Source: an optimization exercise on an open RTL-to-GDS flow (aim: small area). Production flows keep margins and buffers that such runs may drop. Where RTL was checked, it was by simulation tests only, not by an equivalence proof against the original. Power is estimated from default activity; no workload was simulated. The flow treats the clock pin as an ideal source, which a real chip does not have.

Setup of run a:
## weight_sram_top
module weight_sram_top (
   input  logic          clk,
   input  logic          rst,
   input  logic          csb,
   input  logic          wsb,
   input  logic [7:0]    wmask,
   input  logic [127:0]  wdata,
   input  logic [3:0]    waddr,
   input  logic [3:0]    raddr,
   input  logic          burst_start,
   input  logic [3:0]    burst_base,
   input  logic [4:0]    burst_len,
   output logic [127:0]  rdata,
   output logic          rvalid,
   output logic          burst_busy,
   output logic          burst_done
);
==> flow/config.mk <==
export PLATFORM = sky130hd
export DESIGN_NAME = weight_sram_top
export DESIGN_NICKNAME = weight_sram_top
export VERILOG_FILES = /design/flow/design.v
export SDC_FILE = /design/flow/constraint.sdc
export NUM_CORES = 4
export LEC_CHECK = 0
export CAP_MARGIN = 20
export CORE_MARGIN = 2
export CORE_UTILIZATION = 55
export PLACE_DENSITY = 0.65
export SLEW_MARGIN = 20
export SYNTH_HIERARCHICAL = 1
==> flow/constraint.sdc <==
create_clock -name core_clock -period 5.0 [get_ports {clk}]
set_input_delay 1.0000 -clock core_clock [delete_from_list [all_inputs] [get_ports {clk}]]
set_output_delay 1.0000 -clock core_clock [all_outputs]
set_load 0.01 [all_outputs]
standard.sh (not shown) runs the stock make flow with config.mk's settings and CLKGATE_MAP_FILE= SYNTH_SCRIPT=/design/flow/synth_recipe.tcl, a recipe that flattens the netlist after the stock synthesis.
==> flow/flow/run.sh <==
#!/bin/bash
# Layout flow: the standard ORFS flow (standard.sh, standard synthesis
# unchanged) with three changes to how the layout is made:
#  - before floorplan, each combinational cell is sized down to the smallest
#    cell of its family (flow/downsize.tcl); the flow's own repair sizes cells
#    back up where timing, slew or capacitance need it; cells that drive 12 or
#    more pins get the _2 size,
#  - port buffers are sky130_fd_sc_hd__buf_1 (buffer_ports otherwise picks a
#    delay cell),
#  - clock tree synthesis inserts no dummy loads and clusters up to 30 sinks
#    within 80 um per leaf buffer.
# The full output of the flow goes to flow_run.log in the work folder; ORFS
# keeps each step's own log under orfs/logs/.
set -euo pipefail
here="$(cd "$(dirname "${BASH_SOURCE[0]}")" && pwd)"
export PRE_FLOORPLAN_TCL="$here/downsize.tcl"
export BUFFER_PORTS_ARGS="-buffer_cell sky130_fd_sc_hd__buf_1"
export CTS_ARGS="-sink_clustering_enable -repair_clock_nets -dont_use_dummy_load -sink_clustering_size 30 -sink_clustering_max_diameter 80"
bash standard.sh finish > flow_run.log 2>&1
==> flow/flow/downsize.tcl <==
# Size each combinational cell down to the smallest-area cell of its family
# (same sky130 base name, other drive strength). Timing repair later in the
# flow sizes cells back up where a path or a slew needs it.
proc my_downsize {} {
  set swapped 0
  set saved 0.0
  foreach inst [get_cells *] {
    set m [get_property $inst ref_name]
    if {![regexp {^(sky130_fd_sc_hd__[a-z0-9]+)_[0-9]+$} $m -> base]} { continue }
    # Registers keep their cells; so do clock, delay, tie and physical cells.
    if {[regexp {__(e?s?df|s?edf|dl|dfb|dfr|dfs|sdf)} $base]} { continue }
    if {[regexp {(fill|tap|decap|conb|diode|dly|clk)} $base]} { continue }
    set lc [get_lib_cells */$m]
    set best $m
    set best_area [get_property $lc area]
    foreach c [get_lib_cells */${base}_*] {
      set n [get_property $c name]
      if {![regexp "^${base}_\[0-9\]+\$" $n]} { continue }
      if {[get_property $c dont_use]} { continue }
      set a [get_property $c area]
      if {$a < $best_area} { set best $n; set best_area $a }
    }
    if {$best ne $m} {
      set saved [expr {$saved + [get_property $lc area] - $best_area}]
      replace_cell $inst $best
      incr swapped
    }
  }
  puts "my_downsize: resized $swapped cells down, [format %.1f $saved] um2 less"
}

# A cell that drives 12 or more pins gets its family's _2 size: the enable of
# a word lane drives 16 flip-flop enable pins spread over the lane, which the
# _1 size can only drive through an added buffer.
proc my_upsize_fanout {} {
  set n 0
  foreach inst [get_cells *] {
    set m [get_property $inst ref_name]
    if {![regexp {^(sky130_fd_sc_hd__[a-z0-9]+)_1$} $m -> base]} { continue }
    if {[regexp {__(e?s?df|s?edf|dl|dfb|dfr|dfs|sdf)} $base]} { continue }
    if {[regexp {(fill|tap|decap|conb|diode|dly|clk|buf)} $base]} { continue }
    if {[llength [get_lib_cells */${base}_2]] == 0} { continue }
    foreach pin [get_pins -of_objects $inst -filter "direction == output"] {
      set net [get_nets -of_objects $pin]
      if {$net eq ""} { continue }
      set loads [llength [get_pins -of_objects $net -filter "direction == input"]]
      if {$loads >= 12} {
        replace_cell $inst ${base}_2
        incr n
        break
      }
    }
  }
  puts "my_upsize_fanout: resized $n cells up"
}

my_downsize
my_upsize_fanout
Modified inputs, run b compared to run a
diff --git a/flow/flow/run.sh b/flow/flow/run.sh
--- a/flow/flow/run.sh
+++ b/flow/flow/run.sh
@@ -6 +6 @@
-#    back up where timing, slew or capacitance need it; cells that drive 12 or
+#    back up where timing, slew or capacitance need it; cells that drive 8 or
diff --git a/flow/flow/downsize.tcl b/flow/flow/downsize.tcl
--- a/flow/flow/downsize.tcl
+++ b/flow/flow/downsize.tcl
@@ -32 +32 @@
-# A cell that drives 12 or more pins gets its family's _2 size: the enable of
+# A cell that drives 8 or more pins gets its family's _2 size: the enable of
@@ -47 +47 @@
-      if {$loads >= 12} {
+      if {$loads >= 8} {
Notes after the runs:
No stage failed in run b, and the final checks on the layout all came back clean.
Run a was carried through to the last stage, and its layout satisfied the timing, design-rule and antenna checks.
Largest voltage drop on the vdd net in run b is 5.8% above run a.
Between run a and run b, the difference in cell-internal power is negligible.
On clock period minus worst slack, run a beats run b.
Run b ended with more final period utilization than run a.
Compared with run a, run b shows a maximum frequency from static timing analysis that is about 4.3% lower.
The via count was comparable across run a and run b.
Compared with run a, in run b core utilization stayed essentially flat; number of filler instances in the final layout fell by 0.60%; overall routed net length fell by 0.66%; cell area power density stayed essentially flat.
Function was not checked in any run of this note: the RTL went through the layout flow alone.

Another version of the RTL of weight_sram_top (not shown whole).
For scale: about 2200 flip-flops, roughly 290 I/O pins, ~75000 um^2 of cells after synthesis.
Design weight_sram_top, start of the top module:
module weight_sram_top (
   input  logic          clk,
   input  logic          rst,
   input  logic          csb,
   input  logic          wsb,
   input  logic [7:0]    wmask,
   input  logic [127:0]  wdata,
   input  logic [3:0]    waddr,
   input  logic [3:0]    raddr,
   input  logic          burst_start,
   input  logic [3:0]    burst_base,
   input  logic [4:0]    burst_len,
   output logic [127:0]  rdata,
   output logic          rvalid,
   output logic          burst_busy,
   output logic          burst_done
);
   sram_weight_stream u_sram (
      .clk         (clk),
      .rst         (rst),
      .csb         (csb),
      .wsb         (wsb),
      .wmask       (wmask),
      .wdata       (wdata),
      .waddr       (waddr),
      .raddr       (raddr),
      .burst_start (burst_start),
      .burst_base  (burst_base),
      .burst_len   (burst_len),
      .rdata       (rdata),
      .rvalid      (rvalid),
      .burst_busy  (burst_busy),
      .burst_done  (burst_done)
   );
endmodule
==> flow/config.mk <==
export PLATFORM = sky130hd
export DESIGN_NAME = weight_sram_top
export DESIGN_NICKNAME = weight_sram_top
export VERILOG_FILES = /design/flow/design.v
export SDC_FILE = /design/flow/constraint.sdc
export NUM_CORES = 4
export LEC_CHECK = 0
export CAP_MARGIN = 10
export CORE_MARGIN = 2
export CORE_UTILIZATION = 40
export CTS_BUF_LIST = sky130_fd_sc_hd__clkbuf_4 sky130_fd_sc_hd__clkbuf_8
export CTS_CLUSTER_SIZE = 30
export GPL_TIMING_DRIVEN = 0
export SLEW_MARGIN = 10
export SYNTH_HIERARCHICAL = 1
==> flow/constraint.sdc <==
create_clock -name core_clock -period 5.0 [get_ports {clk}]
set_input_delay 1.0000 -clock core_clock [delete_from_list [all_inputs] [get_ports {clk}]]
set_output_delay 1.0000 -clock core_clock [all_outputs]
set_load 0.01 [all_outputs]
==> flow/flow/run.sh <==
#!/bin/bash
# Layout flow: the standard ORFS flow (standard.sh, standard synthesis
# unchanged) with three changes to how the layout is made:
#  - port buffers are sky130_fd_sc_hd__buf_1 (buffer_ports otherwise picks a
#    delay cell),
#  - clock tree synthesis inserts no dummy loads,
#  - after global routing, cells on paths with positive slack may be sized down
#    (RECOVER_POWER).
# The full output of the flow goes to flow_run.log in the work folder; ORFS
# keeps each step's own log under orfs/logs/.
set -euo pipefail
export BUFFER_PORTS_ARGS="-buffer_cell sky130_fd_sc_hd__buf_1"
export CTS_ARGS="-sink_clustering_enable -repair_clock_nets -dont_use_dummy_load -sink_clustering_size 30 -buf_list {sky130_fd_sc_hd__clkbuf_4 sky130_fd_sc_hd__clkbuf_8}"
export RECOVER_POWER=100
bash standard.sh finish > flow_run.log 2>&1
The first run produced a layout that fails on capacitance limit, slew limit.
Change:
==> flow/flow/run.sh (replaced) <==
#!/bin/bash
# Layout flow: the standard ORFS flow (standard.sh, standard synthesis
# unchanged) with two changes to how the layout is made:
#  - port buffers are sky130_fd_sc_hd__buf_1 (buffer_ports otherwise picks a
#    delay cell),
#  - clock tree synthesis inserts no dummy loads and clusters up to 30 sinks
#    within 80 um per leaf buffer.
# The full output of the flow goes to flow_run.log in the work folder; ORFS
# keeps each step's own log under orfs/logs/.
set -euo pipefail
export BUFFER_PORTS_ARGS="-buffer_cell sky130_fd_sc_hd__buf_1"
export CTS_ARGS="-sink_clustering_enable -repair_clock_nets -dont_use_dummy_load -sink_clustering_size 30 -sink_clustering_max_diameter 80"
bash standard.sh finish > flow_run.log 2>&1
--- a/flow/config.mk
+++ b/flow/config.mk
@@ -8 +8 @@
-export CAP_MARGIN = 10
+export CAP_MARGIN = 20
@@ -10,5 +10,3 @@
-export CORE_UTILIZATION = 40
-export CTS_BUF_LIST = sky130_fd_sc_hd__clkbuf_4 sky130_fd_sc_hd__clkbuf_8
-export CTS_CLUSTER_SIZE = 30
-export GPL_TIMING_DRIVEN = 0
-export SLEW_MARGIN = 10
+export CORE_UTILIZATION = 60
+export PLACE_DENSITY = 0.7
+export SLEW_MARGIN = 20
This time the run completed without violations. Hold slack gets better by 0.23 ns. Worst setup slack improves by 1.0 ns. Cell area came out lower by 5.6%. Power goes down by 13%. Final cell count drops by 17%. Wire length goes down by 9.7%. Maximum frequency climbs by 29%. Utilization rose by 20 points. Clock skew shrinks by 0.043 ns.
Change:
==> flow/run.sh (new file) <==
#!/bin/bash
# synth_recipe.tcl (not shown) runs the flow's synth.tcl, then flattens the netlist and writes it again
# the make line also repeats each setting of config.mk as NAME=value (left out here)
make -C /OpenROAD-flow-scripts/flow DESIGN_CONFIG=/design/flow/config.mk WORK_HOME=/design/flow/orfs CLKGATE_MAP_FILE= SYNTH_SCRIPT=/design/flow/synth_recipe.tcl finish
--- a/flow/config.mk
+++ b/flow/config.mk
@@ -10,2 +10 @@
-export CORE_UTILIZATION = 60
-export PLACE_DENSITY = 0.7
+export CORE_UTILIZATION = 40
removed: flow/flow/run.sh
removed: flow/standard.sh
Result: Hold slack loses 0.0061 ns; synthesized cell count does not change; synthesized area does not change; worst setup slack loses 0.27 ns; cell area increases by 9.4%; clock skew decreases by 0.031 ns.
Change:
--- a/flow/config.mk
+++ b/flow/config.mk
@@ -8 +8 @@
-export CAP_MARGIN = 20
+export CAP_MARGIN = 10
@@ -11 +11,4 @@
-export SLEW_MARGIN = 20
+export CTS_BUF_LIST = sky130_fd_sc_hd__clkbuf_4 sky130_fd_sc_hd__clkbuf_8
+export CTS_CLUSTER_SIZE = 30
+export GPL_TIMING_DRIVEN = 0
+export SLEW_MARGIN = 10
Effect: Via count is higher by about 2.2%. Cell area is higher by 3.6%. Power is lower by about 0.7%. Clock power hardly moves. Wire length is higher by about 1.7%. Final cell count is higher by about 4.3%. Sequential cell count stays the same. Count of clock-buffer cells in the layout is higher by 252. Setup slack loses 0.29 ns. First-iteration DRC count is lower by about 0.6%.

Another version of the RTL of weight_sram_top (not shown whole).
For scale: ~2200 flip-flops, ~290 I/O pins.
## weight_sram_top
module weight_sram_top (
   input  logic          clk,
   input  logic          rst,
   input  logic          csb,
   input  logic          wsb,
   input  logic [7:0]    wmask,
   input  logic [127:0]  wdata,
   input  logic [3:0]    waddr,
   input  logic [3:0]    raddr,
   input  logic          burst_start,
   input  logic [3:0]    burst_base,
   input  logic [4:0]    burst_len,
   output logic [127:0]  rdata,
   output logic          rvalid,
   output logic          burst_busy,
   output logic          burst_done
);
Settings: LEC_CHECK=0, CAP_MARGIN=20, CORE_MARGIN=2, CORE_UTILIZATION=60, PLACE_DENSITY=0.7, SLEW_MARGIN=20, SYNTH_HIERARCHICAL=1; clock period 5.0 ns.
==> flow/flow/run.sh <==
#!/bin/bash
# Layout flow: the standard ORFS flow (standard.sh, standard synthesis
# unchanged) with three changes to how the layout is made:
#  - before floorplan, each combinational cell is sized down to the smallest
#    cell of its family (flow/downsize.tcl); the flow's own repair sizes cells
#    back up where timing, slew or capacitance need it; cells that drive 8 or
#    more pins get the _2 size,
#  - port buffers are sky130_fd_sc_hd__buf_1 (buffer_ports otherwise picks a
#    delay cell),
#  - clock tree synthesis inserts no dummy loads and clusters up to 30 sinks
#    within 80 um per leaf buffer.
# The full output of the flow goes to flow_run.log in the work folder; ORFS
# keeps each step's own log under orfs/logs/.
set -euo pipefail
here="$(cd "$(dirname "${BASH_SOURCE[0]}")" && pwd)"
export PRE_FLOORPLAN_TCL="$here/downsize.tcl"
export BUFFER_PORTS_ARGS="-buffer_cell sky130_fd_sc_hd__buf_1"
export CTS_ARGS="-sink_clustering_enable -repair_clock_nets -dont_use_dummy_load -sink_clustering_size 30 -sink_clustering_max_diameter 80"
bash standard.sh finish > flow_run.log 2>&1
==> flow/flow/downsize.tcl <==
# Size each combinational cell down to the smallest-area cell of its family
# (same sky130 base name, other drive strength). Timing repair later in the
# flow sizes cells back up where a path or a slew needs it.
proc my_downsize {} {
  set swapped 0
  set saved 0.0
  foreach inst [get_cells *] {
    set m [get_property $inst ref_name]
    if {![regexp {^(sky130_fd_sc_hd__[a-z0-9]+)_[0-9]+$} $m -> base]} { continue }
    # Registers keep their cells; so do clock, delay, tie and physical cells.
    if {[regexp {__(e?s?df|s?edf|dl|dfb|dfr|dfs|sdf)} $base]} { continue }
    if {[regexp {(fill|tap|decap|conb|diode|dly|clk)} $base]} { continue }
    set lc [get_lib_cells */$m]
    set best $m
    set best_area [get_property $lc area]
    foreach c [get_lib_cells */${base}_*] {
      set n [get_property $c name]
      if {![regexp "^${base}_\[0-9\]+\$" $n]} { continue }
      if {[get_property $c dont_use]} { continue }
      set a [get_property $c area]
      if {$a < $best_area} { set best $n; set best_area $a }
    }
    if {$best ne $m} {
      set saved [expr {$saved + [get_property $lc area] - $best_area}]
      replace_cell $inst $best
      incr swapped
    }
  }
  puts "my_downsize: resized $swapped cells down, [format %.1f $saved] um2 less"
}

# A cell that drives 8 or more pins gets its family's _2 size: the enable of
# a word lane drives 16 flip-flop enable pins spread over the lane, which the
# _1 size can only drive through an added buffer.
proc my_upsize_fanout {} {
  set n 0
  foreach inst [get_cells *] {
    set m [get_property $inst ref_name]
    if {![regexp {^(sky130_fd_sc_hd__[a-z0-9]+)_1$} $m -> base]} { continue }
    if {[regexp {__(e?s?df|s?edf|dl|dfb|dfr|dfs|sdf)} $base]} { continue }
    if {[regexp {(fill|tap|decap|conb|diode|dly|clk|buf)} $base]} { continue }
    if {[llength [get_lib_cells */${base}_2]] == 0} { continue }
    foreach pin [get_pins -of_objects $inst -filter "direction == output"] {
      set net [get_nets -of_objects $pin]
      if {$net eq ""} { continue }
      set loads [llength [get_pins -of_objects $net -filter "direction == input"]]
      if {$loads >= 8} {
        replace_cell $inst ${base}_2
        incr n
        break
      }
    }
  }
  puts "my_upsize_fanout: resized $n cells up"
}

my_downsize
my_upsize_fanout
The starting point finished with timing, DRC and antenna clean.
Change:
--- a/flow/flow/run.sh
+++ b/flow/flow/run.sh
@@ -5,4 +5,3 @@
 #    cell of its family (flow/downsize.tcl); the flow's own repair sizes cells
-#    back up where timing, slew or capacitance need it; cells that drive 8 or
-#    more pins get the _2 size,
+#    back up where timing, slew or capacitance need it,
 #  - port buffers are sky130_fd_sc_hd__buf_1 (buffer_ports otherwise picks a
--- a/flow/flow/downsize.tcl
+++ b/flow/flow/downsize.tcl
@@ -30,29 +30,2 @@
 }
-
-# A cell that drives 8 or more pins gets its family's _2 size: the enable of
-# a word lane drives 16 flip-flop enable pins spread over the lane, which the
-# _1 size can only drive through an added buffer.
-proc my_upsize_fanout {} {
-  set n 0
-  foreach inst [get_cells *] {
-    set m [get_property $inst ref_name]
-    if {![regexp {^(sky130_fd_sc_hd__[a-z0-9]+)_1$} $m -> base]} { continue }
-    if {[regexp {__(e?s?df|s?edf|dl|dfb|dfr|dfs|sdf)} $base]} { continue }
-    if {[regexp {(fill|tap|decap|conb|diode|dly|clk|buf)} $base]} { continue }
-    if {[llength [get_lib_cells */${base}_2]] == 0} { continue }
-    foreach pin [get_pins -of_objects $inst -filter "direction == output"] {
-      set net [get_nets -of_objects $pin]
-      if {$net eq ""} { continue }
-      set loads [llength [get_pins -of_objects $net -filter "direction == input"]]
-      if {$loads >= 8} {
-        replace_cell $inst ${base}_2
-        incr n
-        break
-      }
-    }
-  }
-  puts "my_upsize_fanout: resized $n cells up"
-}
-
 my_downsize
-my_upsize_fanout
=> The changed run finished clean; combinational power stays flat; setup slack gets better by 91 ps; power barely changes.

[port drivers added, routing unchanged]
The results above use ideal ports. As a check the final layouts listed here were re-extracted and re-timed, cells and wires unchanged. Step 1 (the two cells are an assumption about what drives the block):
set clk [get_ports {clk}]
set_driving_cell -lib_cell sky130_fd_sc_hd__clkbuf_16 $clk
set_driving_cell -lib_cell sky130_fd_sc_hd__buf_2 [delete_from_list [all_inputs] $clk]
Step 2 times the ports against the registers' clock, not the clock port: input delays grow and output delays shrink by t, the midpoint of the rising clock arrivals with the driver on. Three values: no drivers, after step 1, after step 2; two values: the first two.
| run | shift t [ns] | slack for setup (ns) | worst setup path after step 2 |
|---|---|---|---|
| run a | 0.788 | 1.935 / 1.975 / 1.187 | input to register |
| run b | 0.802 | 1.798 / 1.864 / 1.062 | input to register |
| the first run of note 2 | 1.074 | 0.541 / 0.587 / -0.487 | input to register |
| the second run of note 2 | 0.760 | 1.546 / 1.610 / 0.850 | input to register |
| the third run of note 2 | 0.903 | 1.272 / 1.324 / 0.421 | input to register |
| the fourth run of note 2 | 1.122 | 0.986 / 1.047 / -0.075 | input to register |
| the first run of note 3 | 0.750 | 1.875 / 1.932 / 1.181 | input to register |
| the second run of note 3 | 0.778 | 1.966 / 2.020 / 1.241 | input to register |
The setup slack of the fourth run of note 2, which loses most, moves by +0.061 ns with the drivers and by -1.061 ns with both steps.
